This design comes from an exercise in tuning for small area and a short achievable clock period on the open sky130 flow, not from production work. Function was checked by simulation only, so behaviour that the tests miss may differ from the original. Power and IR drop assume default switching activity.

==> flow/design.v (outline; a module is shown in full before it is edited, if it fits) <==
// module mult_top: 1355 lines
// module mult_fa: 10 lines
// module mult_hai: 9 lines
// module mult_ha: 9 lines
module mult_top (
    input  logic               clk,
    input  logic               reset,
    input  logic               in_valid,
    input  mult_pkg::operand_t a,
    input  mult_pkg::operand_t b,
    output logic               out_valid,
    output mult_pkg::product_u product
);
  // ...
==> flow/flow/run.sh <==
#!/bin/bash
# Own layout flow: the standard layout (standard.sh, with its unchanged
# synthesis) plus a few extra ORFS make settings from flow/extra.txt, one
# VAR=value per line. Each step's full output goes to a log in this folder.
set -euo pipefail
EXTRA=()
while IFS= read -r l; do
  [[ -n "$l" && "$l" != \#* ]] && EXTRA+=("$l")
done < flow/extra.txt
# standard.sh passes its knobs on make's command line; ours go after them
sed 's#"${@:-finish}"#"${EXTRA[@]}" "${@:-finish}"#' standard.sh > own_standard.sh
( set -- synth; source ./own_standard.sh ) > synth.log 2>&1
( set -- finish; source ./own_standard.sh ) > layout.log 2>&1
test -f out/final.def
==> flow/flow/extra.txt <==
# port buffers: a plain buffer instead of the delay buffer buffer_ports picks
BUFFER_PORTS_ARGS=-buffer_cell sky130_fd_sc_hd__buf_2
==> flow/standard.sh <==
#!/bin/bash
# synth_recipe.tcl (not shown) runs the flow's synth.tcl, then flattens the netlist and writes it again
# the make line also repeats each setting of config.mk as NAME=value (left out here)
make -C /OpenROAD-flow-scripts/flow DESIGN_CONFIG=/design/flow/config.mk WORK_HOME=/design/flow/orfs CLKGATE_MAP_FILE= SYNTH_SCRIPT=/design/flow/synth_recipe.tcl "${@:-finish}"
==> flow/config.mk <==
export PLATFORM = sky130hd
export DESIGN_NAME = mult_top
export DESIGN_NICKNAME = mult_top
export VERILOG_FILES = /design/flow/design.v
export SDC_FILE = /design/flow/constraint.sdc
export NUM_CORES = 4
export LEC_CHECK = 0
export CAP_MARGIN = 20
export CORE_MARGIN = 2
export CORE_UTILIZATION = 40
export PLACE_DENSITY = 0.6
export SETUP_SLACK_MARGIN = 5
export SLEW_MARGIN = 20
export SYNTH_HIERARCHICAL = 1
==> flow/constraint.sdc <==
create_clock -name core_clock -period 8.0 [get_ports {clk}]
set_input_delay 1.6000 -clock core_clock [delete_from_list [all_inputs] [get_ports {clk}]]
set_output_delay 1.6000 -clock core_clock [all_outputs]
set_load 0.01 [all_outputs]
==> summary.md, run 1 <==
| Metric | Value |
|---|---|
| Status | finished clean |
| Post-CTS Hold Buffers | 0 |
| Multi-input gate area | 0.007259 mm^2 |
| Post-CTS Setup Bufs | 31 |
| Uppermost layer routed | met4 |
| Most common cell after layout, fill and taps aside | nand2_1 |
| Req. time, crit path | 8.30 ns |
| Largest power group | combinational logic |
| Final worst slack | 5.021 ns |
| Leak | 4.611 nW |
| Seq pwr | 1.07 mW |
| Cells after DPL | 1301 |
| FFs w/ async S/R, synth | 0% |
| Die W | 164.5 um |
| Final Hold Fails | 0 |
| R2R cell count | 6 |
| Post-Synth XOR/XNOR Area | 1.699% |
| Sw frac | 45.34% |
| Largest net degree at the start of global routing | 58 |
| Crit Path Max Fanout | 7 |
| Post-synth EDFFs | 0 |
| Initial antenna violation count | 0 |
| M2 GR Usage | 31.06% |
| CP Capture Type | flip-flop |
| Area share of the largest cell type after synthesis | 41.17% |
| Slowest stage delay, CP | 0.60 ns |
| Switch Pwr | 2.244 mW |
| Total Negative Setup Slacks | 0 ns |
| Worst-skew pair later-pin latency | 0.43 ns |
| Non-clock buffer share | 5.962% |
| Sequential power share | 21.5% |
| CTS tree | yes |
| Area growth syn-to-layout | 16.85% |
| Iteration-0 DRC count of the detailed router | 519 |
| M1 WL | 11870 um |
==> inputs of run 2 (changes only) <==
==> flow/flow/extra.txt (replaced) <==
# port buffers: a plain buffer instead of the delay buffer buffer_ports picks
BUFFER_PORTS_ARGS=-buffer_cell sky130_fd_sc_hd__buf_2
SETUP_SLACK_MARGIN=5.3
--- a/flow/config.mk
+++ b/flow/config.mk
@@ -10,5 +10,4 @@
 export CORE_UTILIZATION = 40
 export PLACE_DENSITY = 0.6
-export SETUP_SLACK_MARGIN = 5
 export SLEW_MARGIN = 20
 export SYNTH_HIERARCHICAL = 1
==> summary.md, run 2 <==
| Metric | Value |
|---|---|
| Status | finished clean (unchanged) |
| Post-synthesis cell area | 0.01031 mm^2 (unchanged) |
| Area share of the largest cell type after synthesis | 41.17% (unchanged) |
| Clock Pin Slew Worst Setup and Hold Paths | 0.07 ns (about the same) |
| Final HPWL DP | 18690 um (was 18580 um) |
| Num CTS Buffers | 17 (unchanged) |
| Worst-margin pin slew | 1.044 ns (was 0.9974 ns) |
| Via density per instance | 5.236 (was 5.092) |
| Max reg flops | 32 (unchanged) |
| Die Footprint | 0.02708 mm^2 (unchanged) |
| Initial Utilization | 40.82% (unchanged) |
| Vias | 7462 (was 7032) |
| FFs w/ async S/R, synth | 0% (unchanged) |
| Post-synth top area cell | fa_1 (unchanged) |
| Antenna cells | 0 (unchanged) |
| Root buf cell | clkbuf_16 (unchanged) |
| Cells after DPL | 1301 (unchanged) |
| Final total power | 5.974 mW (was 4.948 mW) |
| RSZ-0062 raised after global routing | yes (unchanged) |
| Max VDD drop | 303.3 uV (was 217.6 uV) |
| CP Capture Type | flip-flop (unchanged) |
| Top cells by count, synth | nand2_1 (278), fa_1 (212), dfxtp_1 (146) (unchanged) |
| Rel. slew slack | 30.38% (was 33.51%) |
| Pwr dens | 456.9 mW/mm^2 (was 410.7 mW/mm^2) |
| Port bufs | 67 (unchanged) |
| Compound-cell area share of the yosys netlist | 7.743% (unchanged) |
| CTS Sinks | 146 (unchanged) |
| Synth Instances | 964 (unchanged) |
| Vias in the first global route | 8117 (was 7676) |
| Worst Hold Class | reg -> reg (unchanged) |
| Antenna viol nets, final | 0 (unchanged) |
| Worst-skew pair later-pin latency | 0.43 ns (about the same) |
| Post-Synth XOR/XNOR Area | 1.699% (unchanged) |
| Most common cell after layout, fill and taps aside | nand2_1 (unchanged) |
| Die W | 164.5 um (unchanged) |
| Leak | 4.934 nW (was 4.611 nW) |
| Post-route insts no fill | 1425 (was 1381) |
| Clock Skew | 0.01420 ns (was 0.01232 ns) |
| Final WL | 27980 um (was 25810 um) |
| DRC | 0 (unchanged) |
| Area growth syn-to-layout | 26.81% (was 16.85%) |
| Clock buffer depth | 2 (unchanged) |
| Synth unique cells | 54 (unchanged) |
| Top-count cell post-synth | nand2_1 (unchanged) |
| Num rows | 58 (unchanged) |
| Most flops, register | product (unchanged) |
| Final setup vio count | 0 (unchanged) |
| Die Ht | 164.5 um (unchanged) |
| Crit share post-route | 36.83% (was 37.24%) |
| Routability cong. | 0.8225 (was 0.8833) |
| R2R cell count | 6 (unchanged) |
| Yosys reg bits | 146 (unchanged) |
| Final Hold Fails | 0 (unchanged) |
| Seq/Total Area, Yosys | 28.35% (unchanged) |
| Top flop regs | product x32, a_r x16, b_r x16 (unchanged) |
| Startpoint types | flip-flop (unchanged) |
| Post-CTS Hold Buffers | 0 (unchanged) |
| WL per Instance | 19.64 um (was 18.69 um) |
| Synth area leaders | fa_1 (41%), dfxtp_1 (28%), nand2_1 (10%) (unchanged) |
| Primary FF master, synth | dfxtp_1 (unchanged) |
| First drt pass iteration count | 5 (was 7) |
| Critical path data arrival time | 3.25 ns (was 3.28 ns) |
| H-tree depth | 4 (unchanged) |
| Final #Nets | 1359 (was 1315) |
| Iteration-0 DRC count of the detailed router | 607 (was 519) |
| Post-synthesis adder-cell area fraction | 44.81% (unchanged) |
| Tmin final | 2.947 ns (was 2.979 ns) |
| Core Box Area | 0.02525 mm^2 (unchanged) |
| Crit Path Max Fanout | 5 (was 7) |
| First-pass GRT wire length | 44000 um (was 42030 um) |
| Total Negative Setup Slacks | 0 ns (unchanged) |
| Filler cell count | 2184 (was 2331) |
| Layout cells sized above 1 | 32.97% (was 21.31%) |
| Post-synth EDFFs | 0 (unchanged) |
| Mux share of post-synthesis cell area | 0.2913% (unchanged) |
| Yosys Warn Count | 7 (unchanged) |
| Avg Inst Size Synth | 10.69 um^2 (unchanged) |
| Main combinational cell family by area after synthesis | adder cells (unchanged) |
| Largest net degree at the start of global routing | 58 (unchanged) |
| Commonest cells after routing, fill and taps aside | nand2_1 (263), fa_1 (160), dfxtp_1 (108) (was nand2_1 (273), fa_1 (197), dfxtp_1 (113)) |
| Final worst slack | 5.053 ns (was 5.021 ns) |
| Total of max-cap violations | 0 (unchanged) |
| CTS tree | yes (unchanged) |
| Register area | 0.003048 mm^2 (was 0.003032 mm^2) |
| Post-Synth Simple-Gate Area | 13.87% (unchanged) |
| Hold Path Stages | 1 (unchanged) |
| Post-Place Worst Slack | 4.504 ns (was 4.538 ns) |
| Overflow after GRT | 0 (unchanged) |
| Slew Limit Fails | 0 (unchanged) |
| IO Pins | 68 (unchanged) |
| Req. time, crit path | 8.31 ns (was 8.30 ns) |
| Total GRT Usage | 21.60% (was 20.61%) |
| Multi-input gate area | 0.007774 mm^2 (was 0.007259 mm^2) |
| Max Fclk | 0.3394 GHz (was 0.3357 GHz) |
| Crit Path Class | reg -> reg (unchanged) |
| Min Hold Slack | 0.4061 ns (was 0.4085 ns) |
| Initial antenna violation count | 0 (unchanged) |
run 2: cell counts after synthesis:
No cell type changed its count.
run 2: kinds of logic after synthesis:
group / after synthesis
AO/OA/AOI/OAI: 109
XOR/XNOR: 20
adder cells (fa/ha/maj): 242
buffers and inverters: 88
flip-flops: 146
multiplexers: 3
other: 1
AND/OR/NAND/NOR: 355
run 2: path summary, 6_finish.rpt:
check | to | startpoint | slack (ns)
worst max-delay path | m1_16_2$_DFF_P_ | a_r[4]$_DFF_P_ | 5.05
worst min-delay path | product[6]$_SDFFE_PP0P_ | lo_q[6]$_DFF_P_ | 0.41
worst max register to register | m1_16_2$_DFF_P_ | a_r[4]$_DFF_P_ | 5.05
worst min register to register | product[6]$_SDFFE_PP0P_ | lo_q[6]$_DFF_P_ | 0.41
run 2: layout make-up:
type	instances	area share, %
clock inverter	15	1.282
timing repair buffer	159	9.130
inverter	14	0.4020
multi-input combinational	744	59.46
clock buffer	17	3.254
tap	330	3.158
sequential	146	23.31
run 2: power by group:
group	switching (mW)	total, mW	internal (mW)
registers	0.143	1.07	0.927
logic	2.15	4.10	1.95
clock network	0.363	0.806	0.442
run 2: per-stage QoR:
stage                     instance area (um^2)  utilization, %
final                                    13070           51.77
after global routing                     13070           51.77
after CTS                                12330           48.83
after detailed placement                 10920           43.23
after global placement                   10920           43.23
after floorplan                          10800               -
run 2: what timing repair did:
action	in CTS	in global routing
setup buffers	54	36
setup endpoints to repair	60	46
pin swaps	51	56
endpoints found under the hold margin	0	0
cloned	0	2
resized for setup	126	104
run 2: Yosys stat by module (local to each module, per instance):
module	cells	area (um^2)
mult_fa	1	20.02
mult_top	754	6106
run 2: critical path, stage by stage, from the launching register on:
cell	delay, ns
dfxtp_4	0.40
nand2_2	0.08
fa_1	0.51
fa_1	0.59
fa_2	0.46
fa_2	0.35
fa_1	0.45
run 2: per-layer routing:
| layer | global-route usage [%] | up-vias | share of wire (%) |
|---|---|---|---|
| met2 | 34.50 | 287 | 47 |
| li1 | - | 3300 | - |
| met4 | 6.957 | 0 | 2.0 |
| met5 | 0 | - | 0 |
| met1 | 28.64 | 3833 | 44 |
| met3 | 6.002 | 42 | 7.1 |
==> inputs of run 3 (changes only) <==
==> flow/flow/extra.txt (replaced) <==
# port buffers: a plain buffer instead of the delay buffer buffer_ports picks
BUFFER_PORTS_ARGS=-buffer_cell sky130_fd_sc_hd__buf_2
--- a/flow/config.mk
+++ b/flow/config.mk
@@ -10,4 +10,5 @@
 export CORE_UTILIZATION = 40
 export PLACE_DENSITY = 0.6
+export SETUP_SLACK_MARGIN = 4.85
 export SLEW_MARGIN = 20
 export SYNTH_HIERARCHICAL = 1
==> summary.md, run 3 <==
| Metric | Value |
|---|---|
| Status | finished clean (unchanged) |
| DRC | 0 (unchanged) |
| Post-synthesis cell area | 0.01031 mm^2 (unchanged) |
| Worst-skew pair later-pin latency | 0.43 ns (about the same) |
| Area share of the largest cell type after synthesis | 41.17% (unchanged) |
| Multi-input gate area | 0.007131 mm^2 (was 0.007774 mm^2) |
| CP top delay family | adder cells (unchanged) |
| Final #Nets | 1302 (was 1359) |
| Post-Place Worst Slack | 4.481 ns (was 4.504 ns) |
| Antenna cells | 0 (unchanged) |
| Reg2Reg Setup Slack | 4.95 ns (was 5.05 ns) |
| Die W | 164.5 um (unchanged) |
| Rel. slew slack | 33.08% (was 30.38%) |
| Root buf cell | clkbuf_16 (unchanged) |
| FFs w/ async S/R, synth | 0% (unchanged) |
| Antenna viol nets, final | 0 (unchanged) |
| Iteration-0 DRC count of the detailed router | 569 (was 607) |
| Critical path, cell by cell | nand2_1 > fa_1 > fa_1 > fa_1 > fa_1 > fa_1 (was nand2_2 > fa_1 > fa_1 > fa_2 > fa_2 > fa_1) |
| Post-Synth XOR/XNOR Area | 1.699% (unchanged) |
| Leak | 4.547 nW (was 4.934 nW) |
| CTS Sinks | 146 (unchanged) |
| Post-Synth Simple-Gate Area | 13.87% (unchanged) |
| Total Negative Setup Slacks | 0 ns (unchanged) |
| First drt pass iteration count | 4 (was 5) |
| Routability cong. | 0.8666 (was 0.8225) |
| Slowest-stage cell, CP | fa_1 (unchanged) |
| WL per Instance | 18.59 um (was 19.64 um) |
| Vias in the first global route | 7255 (was 8117) |
| Seq/Total Area, Yosys | 28.35% (unchanged) |
| IO Pins | 68 (unchanged) |
| Most flops, register | product (unchanged) |
| Final Hold Fails | 0 (unchanged) |
| Startpoint types | flip-flop (unchanged) |
| CTS tree | yes (unchanged) |
| Cell area after layout | 0.01179 mm^2 (was 0.01307 mm^2) |
| Area growth syn-to-layout | 14.32% (was 26.81%) |
| Main combinational cell family by area after synthesis | adder cells (unchanged) |
| Layout Utilization | 46.67% (was 51.77%) |
| Max Fclk | 0.3273 GHz (was 0.3394 GHz) |
| Clock buffer depth | 2 (unchanged) |
| Total of max-cap violations | 0 (unchanged) |
| Final setup vio count | 0 (unchanged) |
| Die Footprint | 0.02708 mm^2 (unchanged) |
| Largest net degree at the start of global routing | 58 (unchanged) |
| Initial Utilization | 40.82% (unchanged) |
| Buf+Inv Stages, Crit Path | 0 (unchanged) |
| Yosys Warn Count | 7 (unchanged) |
| Top-count cell post-synth | nand2_1 (unchanged) |
| Total GRT Usage | 19.77% (was 21.60%) |
| Post-synth EDFFs | 0 (unchanged) |
| Yosys reg bits | 146 (unchanged) |
| Worst-margin pin slew | 1.004 ns (was 1.044 ns) |
| Filler cell count | 2323 (was 2184) |
| Slowest stage delay, CP | 0.57 ns (was 0.59 ns) |
| Mux share of post-synthesis cell area | 0.2913% (unchanged) |
| Most common cell after layout, fill and taps aside | nand2_1 (unchanged) |
| Layout cells sized above 1 | 17.44% (was 32.97%) |
| Min Hold Slack | 0.4064 ns (was 0.4061 ns) |
| Via density per instance | 5.178 (was 5.236) |
| RSZ-0062 raised after global routing | yes (unchanged) |
| Primary FF master, synth | dfxtp_1 (unchanged) |
| Tmin final | 3.055 ns (was 2.947 ns) |
| Overflow after GRT | 0 (unchanged) |
| Final worst slack | 4.945 ns (was 5.053 ns) |
| Vias | 7084 (was 7462) |
| Synth Instances | 964 (unchanged) |
| Top cells by count, synth | nand2_1 (278), fa_1 (212), dfxtp_1 (146) (unchanged) |
| Synth area leaders | fa_1 (41%), dfxtp_1 (28%), nand2_1 (10%) (unchanged) |
| Clock Pin Slew Worst Setup and Hold Paths | 0.07 ns (about the same) |
| Die Ht | 164.5 um (unchanged) |
| Crit Path Max Fanout | 9 (was 5) |
| Slew Limit Fails | 0 (unchanged) |
| Clock Skew | 0.009754 ns (was 0.01420 ns) |
| Synth unique cells | 54 (unchanged) |
| Post-route insts no fill | 1368 (was 1425) |
| Core Box Area | 0.02525 mm^2 (unchanged) |
| Register area | 0.003004 mm^2 (was 0.003048 mm^2) |
| Final HPWL DP | 18670 um (was 18690 um) |
| Commonest cells after routing, fill and taps aside | nand2_1 (278), fa_1 (209), dfxtp_1 (115) (was nand2_1 (263), fa_1 (160), dfxtp_1 (108)) |
| Num CTS Buffers | 17 (unchanged) |
| Initial antenna violation count | 1 (was 0) |
| Crit Path Class | reg -> reg (unchanged) |
| Compound-cell area share of the yosys netlist | 7.743% (unchanged) |
| Avg Inst Size Synth | 10.69 um^2 (unchanged) |
| Max reg flops | 32 (unchanged) |
| Final WL | 25430 um (was 27980 um) |
| Cells after DPL | 1301 (unchanged) |
| Worst Hold Class | reg -> reg (unchanged) |
| Req. time, crit path | 8.31 ns (about the same) |
| Post-synthesis adder-cell area fraction | 44.81% (unchanged) |
| Top flop regs | product x32, a_r x16, b_r x16 (unchanged) |
| H-tree depth | 4 (unchanged) |
| Num rows | 58 (unchanged) |
| Port bufs | 67 (unchanged) |
| Max VDD drop | 204.6 uV (was 303.3 uV) |
| CP dominant cell by count | fa_1 (unchanged) |
| Placed Area | 0.01084 mm^2 (was 0.01092 mm^2) |
| First-pass GRT wire length | 40120 um (was 44000 um) |
| Crit share post-route | 38.19% (was 36.83%) |
| Final total power | 4.783 mW (was 5.974 mW) |
| Pwr dens | 405.8 mW/mm^2 (was 456.9 mW/mm^2) |
| Critical path data arrival time | 3.36 ns (was 3.25 ns) |
| CP Capture Type | flip-flop (unchanged) |
| Post-synth top area cell | fa_1 (unchanged) |
-- run 3: worst register-to-register path, cell delays in order (launching register included) --
cell,delay [ns]
dfxtp_4,0.42
nand2_1,0.10
fa_1,0.57
fa_1,0.45
fa_1,0.50
fa_1,0.42
fa_1,0.47
-- run 3: cell type report --
class / instances / area share (%)
clock buffer: 17 / 3.609
clock inverter: 15 / 1.189
inverter: 14 / 0.4459
multi-input combinational: 744 / 60.50
sequential: 146 / 25.49
tap: 330 / 3.503
timing repair buffer: 102 / 5.265
-- run 3: final timing paths --
| path | startpoint | cells past startpoint | endpoint |
|---|---|---|---|
| min | lo_q[0]$_DFF_P_ | 1 | product[0]$_SDFFE_PP0P_ |
| min reg2reg | lo_q[0]$_DFF_P_ | 1 | product[0]$_SDFFE_PP0P_ |
| max | b_r[13]$_DFF_P_ | 6 | m1_15_2$_DFF_P_ |
| max reg2reg | b_r[13]$_DFF_P_ | 6 | m1_15_2$_DFF_P_ |
-- run 3: timing repair --
action                                  in CTS  in global routing
pin swaps                                    0                  2
hold buffers                                 0                  0
resized for setup                           42                 11
buffers inserted                             3                 32
endpoints found under the setup margin      22                 27
-- run 3: modules after synthesis (local to each module, per instance) --
module	times used	flip-flops and latches
mult_top	1	146
mult_fa	210	0
-- run 3: layer usage --
metal	share of wire, %	global-route usage [%]	vias to the layer above
li1	-	-	3187
met1	47	29.12	3580
met2	44	29.90	296
met3	8.0	4.169	21
met4	1.3	4.941	0
met5	0	0	-
-- run 3: power by group --
group          switching [mW]  leakage (nW)  internal (mW)
Combinational            1.70          3.05           1.24
Clock                   0.367         0.274          0.411
Sequential              0.144          1.23          0.926
-- run 3: cell families after synthesis --
group           after synthesis
compound gates              109
xor+xnor                     20
fa+ha+maj                   242
buf+inv                      88
flops                       146
mux                           3
other cells                   1
simple gates                355
==> inputs of run 4 (changes only) <==
--- a/flow/config.mk
+++ b/flow/config.mk
@@ -8,7 +8,7 @@
 export CAP_MARGIN = 20
 export CORE_MARGIN = 2
-export CORE_UTILIZATION = 40
-export PLACE_DENSITY = 0.6
-export SETUP_SLACK_MARGIN = 4.85
+export CORE_UTILIZATION = 60
+export PLACE_DENSITY = 0.75
+export SETUP_SLACK_MARGIN = 5
 export SLEW_MARGIN = 20
 export SYNTH_HIERARCHICAL = 1
==> summary.md, run 4 <==
| Metric | Value |
|---|---|
| Total Negative Setup Slacks | 0 ns (unchanged) |
| Clk pwr share | 15.8% (was 16.3%) |
| Yosys reg bits | 146 (unchanged) |
| Avg Inst Size Synth | 10.69 um^2 (unchanged) |
| Met3 wire len | 2563 um (was 2034 um) |
| Max Fclk | 0.3281 GHz (was 0.3273 GHz) |
| Final #Nets | 1307 (was 1302) |
| Num rows | 47 (was 58) |
| DRC | 0 (unchanged) |
| Iteration-0 DRC count of the detailed router | 692 (was 569) |
| Final setup vio count | 0 (unchanged) |
| Sequential power share | 21.2% (was 22.4%) |
| Crit Path Max Fanout | 5 (was 9) |
| Worst-margin pin slew | 0.9947 ns (was 1.004 ns) |
| Clock buffer depth | 2 (unchanged) |
| Commonest cells after routing, fill and taps aside | nand2_1 (273), fa_1 (199), dfxtp_1 (112) (was nand2_1 (278), fa_1 (209), dfxtp_1 (115)) |
| Leak | 4.604 nW (was 4.547 nW) |
| Worst Hold Class | reg -> reg (unchanged) |
| CTS Sinks | 146 (unchanged) |
| Routability cong. | 0.8923 (was 0.8666) |
| Port bufs | 67 (unchanged) |
| Final HPWL DP | 17410 um (was 18670 um) |
| RSZ-0062 raised after global routing | yes (unchanged) |
| Total GRT Usage | 29.17% (was 19.77%) |
| Post-synth top area cell | fa_1 (unchanged) |
| Core Box Area | 0.01670 mm^2 (was 0.02525 mm^2) |
| Slowest stage delay, CP | 0.58 ns (was 0.57 ns) |
| Slowest-stage cell, CP | fa_1 (unchanged) |
| Clock Skew | 0.008455 ns (was 0.009754 ns) |
| Die Footprint | 0.01825 mm^2 (was 0.02708 mm^2) |
| Critical path data arrival time | 3.36 ns (about the same) |
| First drt pass iteration count | 5 (was 4) |
| Primary FF master, synth | dfxtp_1 (unchanged) |
| Seq/Total Area, Yosys | 28.35% (unchanged) |
| Combinational share of power | 63.0% (was 61.3%) |
| Rel. slew slack | 33.68% (was 33.08%) |
| CP Capture Type | flip-flop (unchanged) |
| Critical path, cell by cell | buf_12 > nand2_4 > fa_1 > fa_1 > fa_1 > fa_2 > fa_1 (was nand2_1 > fa_1 > fa_1 > fa_1 > fa_1 > fa_1) |
| Tmin final | 3.048 ns (was 3.055 ns) |
| Max VDD drop | 293.2 uV (was 204.6 uV) |
| WL per Instance | 19.83 um (was 18.59 um) |
| Synth area leaders | fa_1 (41%), dfxtp_1 (28%), nand2_1 (10%) (unchanged) |
| Req. time, crit path | 8.31 ns (about the same) |
| Total of max-cap violations | 0 (unchanged) |
| Switch Pwr | 2.304 mW (was 2.208 mW) |
| Top cells by count, synth | nand2_1 (278), fa_1 (212), dfxtp_1 (146) (unchanged) |
| Area share of the largest cell type after synthesis | 41.17% (unchanged) |
| Crit share post-route | 38.09% (was 38.19%) |
| Area growth syn-to-layout | 15.30% (was 14.32%) |
| Initial antenna violation count | 0 (was 1) |
| CTS tree | yes (unchanged) |
| Routed wl met2 | 11440 um (was 11140 um) |
| Overflow after GRT | 0 (unchanged) |
| Placed Area | 0.01071 mm^2 (was 0.01084 mm^2) |
| Top-count cell post-synth | nand2_1 (unchanged) |
| Antenna cells | 0 (unchanged) |
| Top flop regs | product x32, a_r x16, b_r x16 (unchanged) |
| Clock Pin Slew Worst Setup and Hold Paths | 0.07 ns (about the same) |
| Synth Instances | 964 (unchanged) |
| Yosys Warn Count | 7 (unchanged) |
| Most flops, register | product (unchanged) |
| Root buf cell | clkbuf_16 (unchanged) |
| Min Hold Slack | 0.4109 ns (was 0.4064 ns) |
| Initial Utilization | 61.73% (was 40.82%) |
| Worst-skew pair later-pin latency | 0.44 ns (was 0.43 ns) |
| Num CTS Buffers | 17 (unchanged) |
| Via density per instance | 5.773 (was 5.178) |
| Pwr dens | 423.5 mW/mm^2 (was 405.8 mW/mm^2) |
| Sw frac | 45.77% (was 46.16%) |
| Final WL | 25050 um (was 25430 um) |
| FFs w/ async S/R, synth | 0% (unchanged) |
| Startpoint types | flip-flop (unchanged) |
| Post-synthesis cell area | 0.01031 mm^2 (unchanged) |
| Post-CTS Hold Buffers | 0 (unchanged) |
| Final Hold Fails | 0 (unchanged) |
| Cell area after layout | 0.01189 mm^2 (was 0.01179 mm^2) |
| Post-synth EDFFs | 0 (unchanged) |
| M1 WL | 10320 um (was 11920 um) |
| IO Pins | 68 (unchanged) |
| Antenna viol nets, final | 0 (unchanged) |
| Status | finished clean (unchanged) |
| Uppermost layer routed | met4 (unchanged) |
| Final total power | 5.034 mW (was 4.783 mW) |
| First-pass GRT wire length | 39780 um (was 40120 um) |
| CP dominant cell by count | fa_1 (unchanged) |
| Die W | 135.1 um (was 164.5 um) |
| Die Ht | 135.1 um (was 164.5 um) |
| Layout cells sized above 1 | 21.09% (was 17.44%) |
| H-tree depth | 4 (unchanged) |
| Filler cell count | 1172 (was 2323) |
| Vias | 7291 (was 7084) |
| Largest net degree at the start of global routing | 58 (unchanged) |
| P_int | 2.730 mW (was 2.575 mW) |
| Synth unique cells | 54 (unchanged) |
| Crit Path Class | reg -> reg (unchanged) |
| Vias in the first global route | 7525 (was 7255) |
| Slew Limit Fails | 0 (unchanged) |
| Max reg flops | 32 (unchanged) |
| Most common cell after layout, fill and taps aside | nand2_1 (unchanged) |
-- run 4: cell counts after synthesis --
Identical to the previous run, type by type.
-- run 4: path summary, 6_finish.rpt --
kind | start | endpoint | slack (ns) | cells past startpoint
max | a_r[4]$_DFF_P_ | m1_17_2$_DFF_P_ | 4.95 | 7
min | lo_q[2]$_DFF_P_ | product[2]$_SDFFE_PP0P_ | 0.41 | 1
max reg2reg | a_r[4]$_DFF_P_ | m1_17_2$_DFF_P_ | 4.95 | 7
min reg2reg | lo_q[2]$_DFF_P_ | product[2]$_SDFFE_PP0P_ | 0.41 | 1
-- run 4: per-module statistics from Yosys, one instance, submodules excluded --
module	copies in the design	flip-flops and latches
mult_top	1	146
mult_fa	210	0
-- run 4: what timing repair did --
item,CTS,global route
resized for setup,51,43
pin swaps,2,29
cloned,0,0
endpoints found under the setup margin,40,20
setup buffers,27,13
-- run 4: cell type report --
type | count | area [um^2] | area share (%)
clock buffers | 17 | 425.4 | 3.579
inverters | 14 | 52.55 | 0.4421
flip-flops and latches | 146 | 3020 | 25.41
repair buffers | 107 | 655.6 | 5.515
clock inverters | 15 | 165.2 | 1.389
multi-input cells | 744 | 7293 | 61.35
well taps | 220 | 275.3 | 2.316
-- run 4: stage by stage --
| step | setup slack, ns | instances | util [%] |
|---|---|---|---|
| 2_1_floorplan | 4.978 | 978 | - |
| 3_5_place_dp | 4.533 | 1191 | 64.14 |
| 3_3_place_gp | 4.640 | 1191 | 64.14 |
| 5_1_grt | 4.896 | 1263 | 71.18 |
| 4_1_cts | 4.959 | 1250 | 69.51 |
| 6_report | 4.952 | 1263 | 71.18 |
-- run 4: power groups by stage --
stage | Combinational (mW) | Clock (mW) | Sequential, mW
finish | 3.17 | 0.795 | 1.07
global route | 3.50 | 0.842 | 1.09
CTS | 2.92 | 0.809 | 1.07
detailed placement | 2.83 | 0 | 1.10
global placement | 2.76 | 0 | 1.09
floorplan | 2.18 | 0 | 1.04
-- run 4: critical path: cells and delay by family (launching register included) --
kind                     cells  cell delay, ns
adder cells (fa/ha/maj)      5            2.35
flip-flops                   1            0.41
buffers and inverters        1            0.12
AND/OR/NAND/NOR              1            0.04
-- run 4: layer usage --
layer | global-route usage [%] | vias up
li1 | - | 3196
met1 | 40.33 | 3570
met2 | 46.11 | 451
met3 | 6.869 | 74
met4 | 9.722 | 0
met5 | 0 | -
-- run 4: cells by family after synthesis --
logic type | after synthesis | synth area share (%)
multiplexers | 3 | 0.2913
XOR/XNOR | 20 | 1.699
adder cells (fa/ha/maj) | 242 | 44.81
other | 1 | 0.03637
AND/OR/NAND/NOR | 355 | 13.87
AO/OA/AOI/OAI | 109 | 7.743
buffers and inverters | 88 | 3.204
flip-flops | 146 | 28.35
==> inputs of run 5 (changes only) <==
--- a/flow/config.mk
+++ b/flow/config.mk
@@ -8,6 +8,7 @@
 export CAP_MARGIN = 20
 export CORE_MARGIN = 2
-export CORE_UTILIZATION = 60
-export PLACE_DENSITY = 0.75
+export CORE_UTILIZATION = 40
+export CTS_BUF_LIST = sky130_fd_sc_hd__clkbuf_4 sky130_fd_sc_hd__clkbuf_8
+export PLACE_DENSITY = 0.6
 export SETUP_SLACK_MARGIN = 5
 export SLEW_MARGIN = 20
==> summary.md, run 5 <==
| Metric | Value |
|---|---|
| DRC | 0 (unchanged) |
| Top-count cell post-synth | nand2_1 (unchanged) |
| Worst-margin pin slew | 0.9888 ns (was 0.9947 ns) |
| Critical path data arrival time | 3.32 ns (was 3.36 ns) |
| Status | finished clean (unchanged) |
| Antenna cells | 0 (unchanged) |
| Buf+Inv Stages, Crit Path | 0 (was 1) |
| Vias in the first global route | 7596 (was 7525) |
| Final total power | 4.773 mW (was 5.034 mW) |
| Max VDD drop | 198.6 uV (was 293.2 uV) |
| Crit share post-route | 37.24% (was 38.09%) |
| Antenna viol nets, final | 0 (unchanged) |
| Root buf cell | clkbuf_8 (was clkbuf_16) |
| Final #Nets | 1315 (was 1307) |
| H-tree depth | 4 (unchanged) |
| Largest net degree at the start of global routing | 58 (unchanged) |
| Top cells by count, synth | nand2_1 (278), fa_1 (212), dfxtp_1 (146) (unchanged) |
| Worst Hold Class | reg -> reg (unchanged) |
| Routability cong. | 0.8833 (was 0.8923) |
| Synth unique cells | 54 (unchanged) |
| RSZ-0062 raised after global routing | yes (unchanged) |
| CP dominant cell by count | fa_1 (unchanged) |
| Tmin final | 2.979 ns (was 3.048 ns) |
| Num rows | 58 (was 47) |
| First drt pass iteration count | 5 (unchanged) |
| Total of max-cap violations | 0 (unchanged) |
| Synth Instances | 964 (unchanged) |
| Overflow after GRT | 0 (unchanged) |
| Req. time, crit path | 8.34 ns (was 8.31 ns) |
| Post-synth EDFFs | 0 (unchanged) |
| Layout cells sized above 1 | 21.31% (was 21.09%) |
| P_int | 2.556 mW (was 2.730 mW) |
| Total GRT Usage | 20.52% (was 29.17%) |
| Final WL | 25600 um (was 25050 um) |
| Sw frac | 46.44% (was 45.77%) |
| Avg Inst Size Synth | 10.69 um^2 (unchanged) |
| Top flop regs | product x32, a_r x16, b_r x16 (unchanged) |
| Final setup vio count | 0 (unchanged) |
| Vias | 7027 (was 7291) |
| Area growth syn-to-layout | 14.76% (was 15.30%) |
| Final HPWL DP | 18580 um (was 17410 um) |
| Sequential power share | 22.3% (was 21.2%) |
| Core Box Area | 0.02525 mm^2 (was 0.01670 mm^2) |
| CP top delay family | adder cells (unchanged) |
| Pwr dens | 403.4 mW/mm^2 (was 423.5 mW/mm^2) |
| Total Negative Setup Slacks | 0 ns (unchanged) |
| Clock buffer depth | 2 (unchanged) |
| Clk pwr share | 12.1% (was 15.8%) |
| Synth area leaders | fa_1 (41%), dfxtp_1 (28%), nand2_1 (10%) (unchanged) |
| Port bufs | 67 (unchanged) |
| CP Capture Type | flip-flop (unchanged) |
| Switch Pwr | 2.217 mW (was 2.304 mW) |
| Clock Pin Slew Worst Setup and Hold Paths | 0.10 ns (was 0.07 ns) |
| First-pass GRT wire length | 41750 um (was 39780 um) |
| Yosys reg bits | 146 (unchanged) |
| Worst-skew pair later-pin latency | 0.47 ns (was 0.44 ns) |
| CTS tree | yes (unchanged) |
| Rel. slew slack | 34.08% (was 33.68%) |
| Most common cell after layout, fill and taps aside | nand2_1 (unchanged) |
| Die Footprint | 0.02708 mm^2 (was 0.01825 mm^2) |
| WL per Instance | 18.53 um (was 19.83 um) |
| Die W | 164.5 um (was 135.1 um) |
| Slowest stage delay, CP | 0.58 ns (about the same) |
| Seq/Total Area, Yosys | 28.35% (unchanged) |
| Leak | 4.509 nW (was 4.604 nW) |
| Via density per instance | 5.088 (was 5.773) |
| Critical path, cell by cell | nand2_2 > fa_1 > fa_1 > fa_1 > fa_2 > fa_1 (was buf_12 > nand2_4 > fa_1 > fa_1 > fa_1 > fa_2 > fa_1) |
| Max Fclk | 0.3357 GHz (was 0.3281 GHz) |
| IO Pins | 68 (unchanged) |
| Num CTS Buffers | 17 (unchanged) |
| Initial Utilization | 40.82% (was 61.73%) |
| Final Hold Fails | 0 (unchanged) |
| Iteration-0 DRC count of the detailed router | 568 (was 692) |
| Commonest cells after routing, fill and taps aside | nand2_1 (275), fa_1 (197), dfxtp_1 (112) (was nand2_1 (273), fa_1 (199), dfxtp_1 (112)) |
| Startpoint types | flip-flop (unchanged) |
| CTS Sinks | 146 (unchanged) |
| Initial antenna violation count | 0 (unchanged) |
| Primary FF master, synth | dfxtp_1 (unchanged) |
| Area share of the largest cell type after synthesis | 41.17% (unchanged) |
| Crit Path Max Fanout | 6 (was 5) |
| Slew Limit Fails | 0 (unchanged) |
| Post-synth top area cell | fa_1 (unchanged) |
| Yosys Warn Count | 7 (unchanged) |
| Max reg flops | 32 (unchanged) |
| Post-synthesis cell area | 0.01031 mm^2 (unchanged) |
| Crit Path Class | reg -> reg (unchanged) |
| Layout Utilization | 46.85% (was 71.18%) |
| Clock Skew | 0.01805 ns (was 0.008455 ns) |
| Die Ht | 164.5 um (was 135.1 um) |
| Combinational share of power | 65.6% (was 63.0%) |
| Most flops, register | product (unchanged) |
| Slowest-stage cell, CP | fa_1 (unchanged) |
| FFs w/ async S/R, synth | 0% (unchanged) |
-- run 5: cell count changes in the layout (fill, tap and decap cells not counted), sizes merged --
cell      before  now
clkinv         4    0
inv           23   22
clkbuf        17   18
buf          107  115
clkinvlp       1    5
-- run 5: through the flow --
step	hold WS, ns	instances	setup WS, ns	area (um^2)
after detailed placement	0.4044	1301	4.538	10850
after global routing	0.4262	1381	4.959	11830
after CTS	0.4187	1365	4.984	11600
after global placement	0.3973	1301	4.604	10850
after floorplan	0.3929	978	4.978	10530
final	0.4122	1381	5.021	11830
-- run 5: what timing repair did --
| action | 4_1_cts | 5_1_grt |
|---|---|---|
| endpoints found under the setup margin | 42 | 22 |
| cloned | 0 | 0 |
| hold buffers | 0 | 0 |
| gates resized for setup | 55 | 36 |
| pin swaps | 5 | 24 |
| setup buffers | 32 | 16 |
-- run 5: final cells by class --
type	count	area, um^2
timing repair buffer	115	703.2
clock buffer	18	241.5
multi-input combinational	744	7246
tap	330	412.9
fill	2367	13420
inverter	14	52.55
clock inverter	14	142.6
sequential	146	3033
-- run 5: per-module statistics from Yosys (local to each module, per instance) --
module    flip-flops and latches  times used  area, um^2
mult_top                     146           1        6106
mult_fa                        0         210       20.02
-- run 5: per-layer routing --
metal | wire, um | GRT usage [%] | vias up
met5 | 0 | 0 | -
met4 | 541 | 6.364 | 0
met2 | 11170 | 30.39 | 279
li1 | - | - | 3200
met3 | 2143 | 5.751 | 40
met1 | 11740 | 29.34 | 3508
-- run 5: power by group through the flow --
| stage | clock (mW) | combinational, mW | sequential [mW] |
|---|---|---|---|
| 6_report | 0.579 | 3.13 | 1.06 |
| 5_1_grt | 0.629 | 3.53 | 1.09 |
| 4_1_cts | 0.596 | 2.96 | 1.07 |
| 3_5_place_dp | 0 | 2.87 | 1.10 |
| 3_3_place_gp | 0 | 2.84 | 1.10 |
| 2_1_floorplan | 0 | 2.18 | 1.04 |
-- run 5: path summary, 6_finish.rpt --
kind / from / to / slack (ns) / depth (start not counted)
setup / recovery: b_r[14]$_DFF_P_ / m1_17_2$_DFF_P_ / 5.02 / 6
hold / removal: lo_q[2]$_DFF_P_ / product[2]$_SDFFE_PP0P_ / 0.41 / 1
setup reg to reg: b_r[14]$_DFF_P_ / m1_17_2$_DFF_P_ / 5.02 / 6
hold reg to reg: lo_q[2]$_DFF_P_ / product[2]$_SDFFE_PP0P_ / 0.41 / 1
-- run 5: worst reg2reg max path: stages, from the launching register on --
cell and delay [ns]:
dfxtp_4 0.42, nand2_2 0.07, fa_1 0.58, fa_1 0.46
fa_1 0.51, fa_2 0.38, fa_1 0.44
-- run 5: cell families after synthesis --
family / after synthesis / synth area share (%)
AOI/OAI and AO/OA: 109 / 7.743
xor gates and xnor gates: 20 / 1.699
adders and majority gates: 242 / 44.81
buffers and inverters: 88 / 3.204
DFF: 146 / 28.35
muxes: 3 / 0.2913
other: 1 / 0.03637
and+or+nand+nor: 355 / 13.87

[what the ideal ports hide]
The flow's constraints put no driver on any port. The routed layouts listed below were extracted and timed again, unchanged, in two steps.
Step 1 sets driving cells, clkbuf_16 on the clock port and buf_2 on the other inputs (assumed; they add their load-dependent delay and slew).
Step 2 also shifts input and output timing later by t, the mid clock arrival at the registers, as if the neighbouring blocks saw the same clock.
Three values: no drivers, after step 1, after step 2; two values: the first two.
run | t, ns | setup WS [ns] | hold WS [ns] | clock arrival spread, ns | cell pins on the clock port's net
run 1 | 0.468 | 5.021 / 5.021 / 4.712 | 0.408 / 0.408 / 0.408 | 0.013 / 0.012 | 1
run 2 | 0.475 | 5.053 / 5.053 / 4.809 | 0.406 / 0.406 / 0.406 | 0.015 / 0.015 | 1
run 3 | 0.476 | 4.945 / 4.945 / 4.691 | 0.406 / 0.406 / 0.406 | 0.013 / 0.013 | 1
run 4 | 0.477 | 4.952 / 4.952 / 4.724 | 0.411 / 0.411 / 0.411 | 0.010 / 0.010 | 1
run 5 | 0.510 | 5.021 / 5.021 / 4.711 | 0.412 / 0.412 / 0.412 | 0.020 / 0.019 | 1
After both steps setup and hold are still met in every run listed. The setup slack of run 5, which loses most, moves by 0.000 ns with the drivers and by -0.310 ns with both steps.
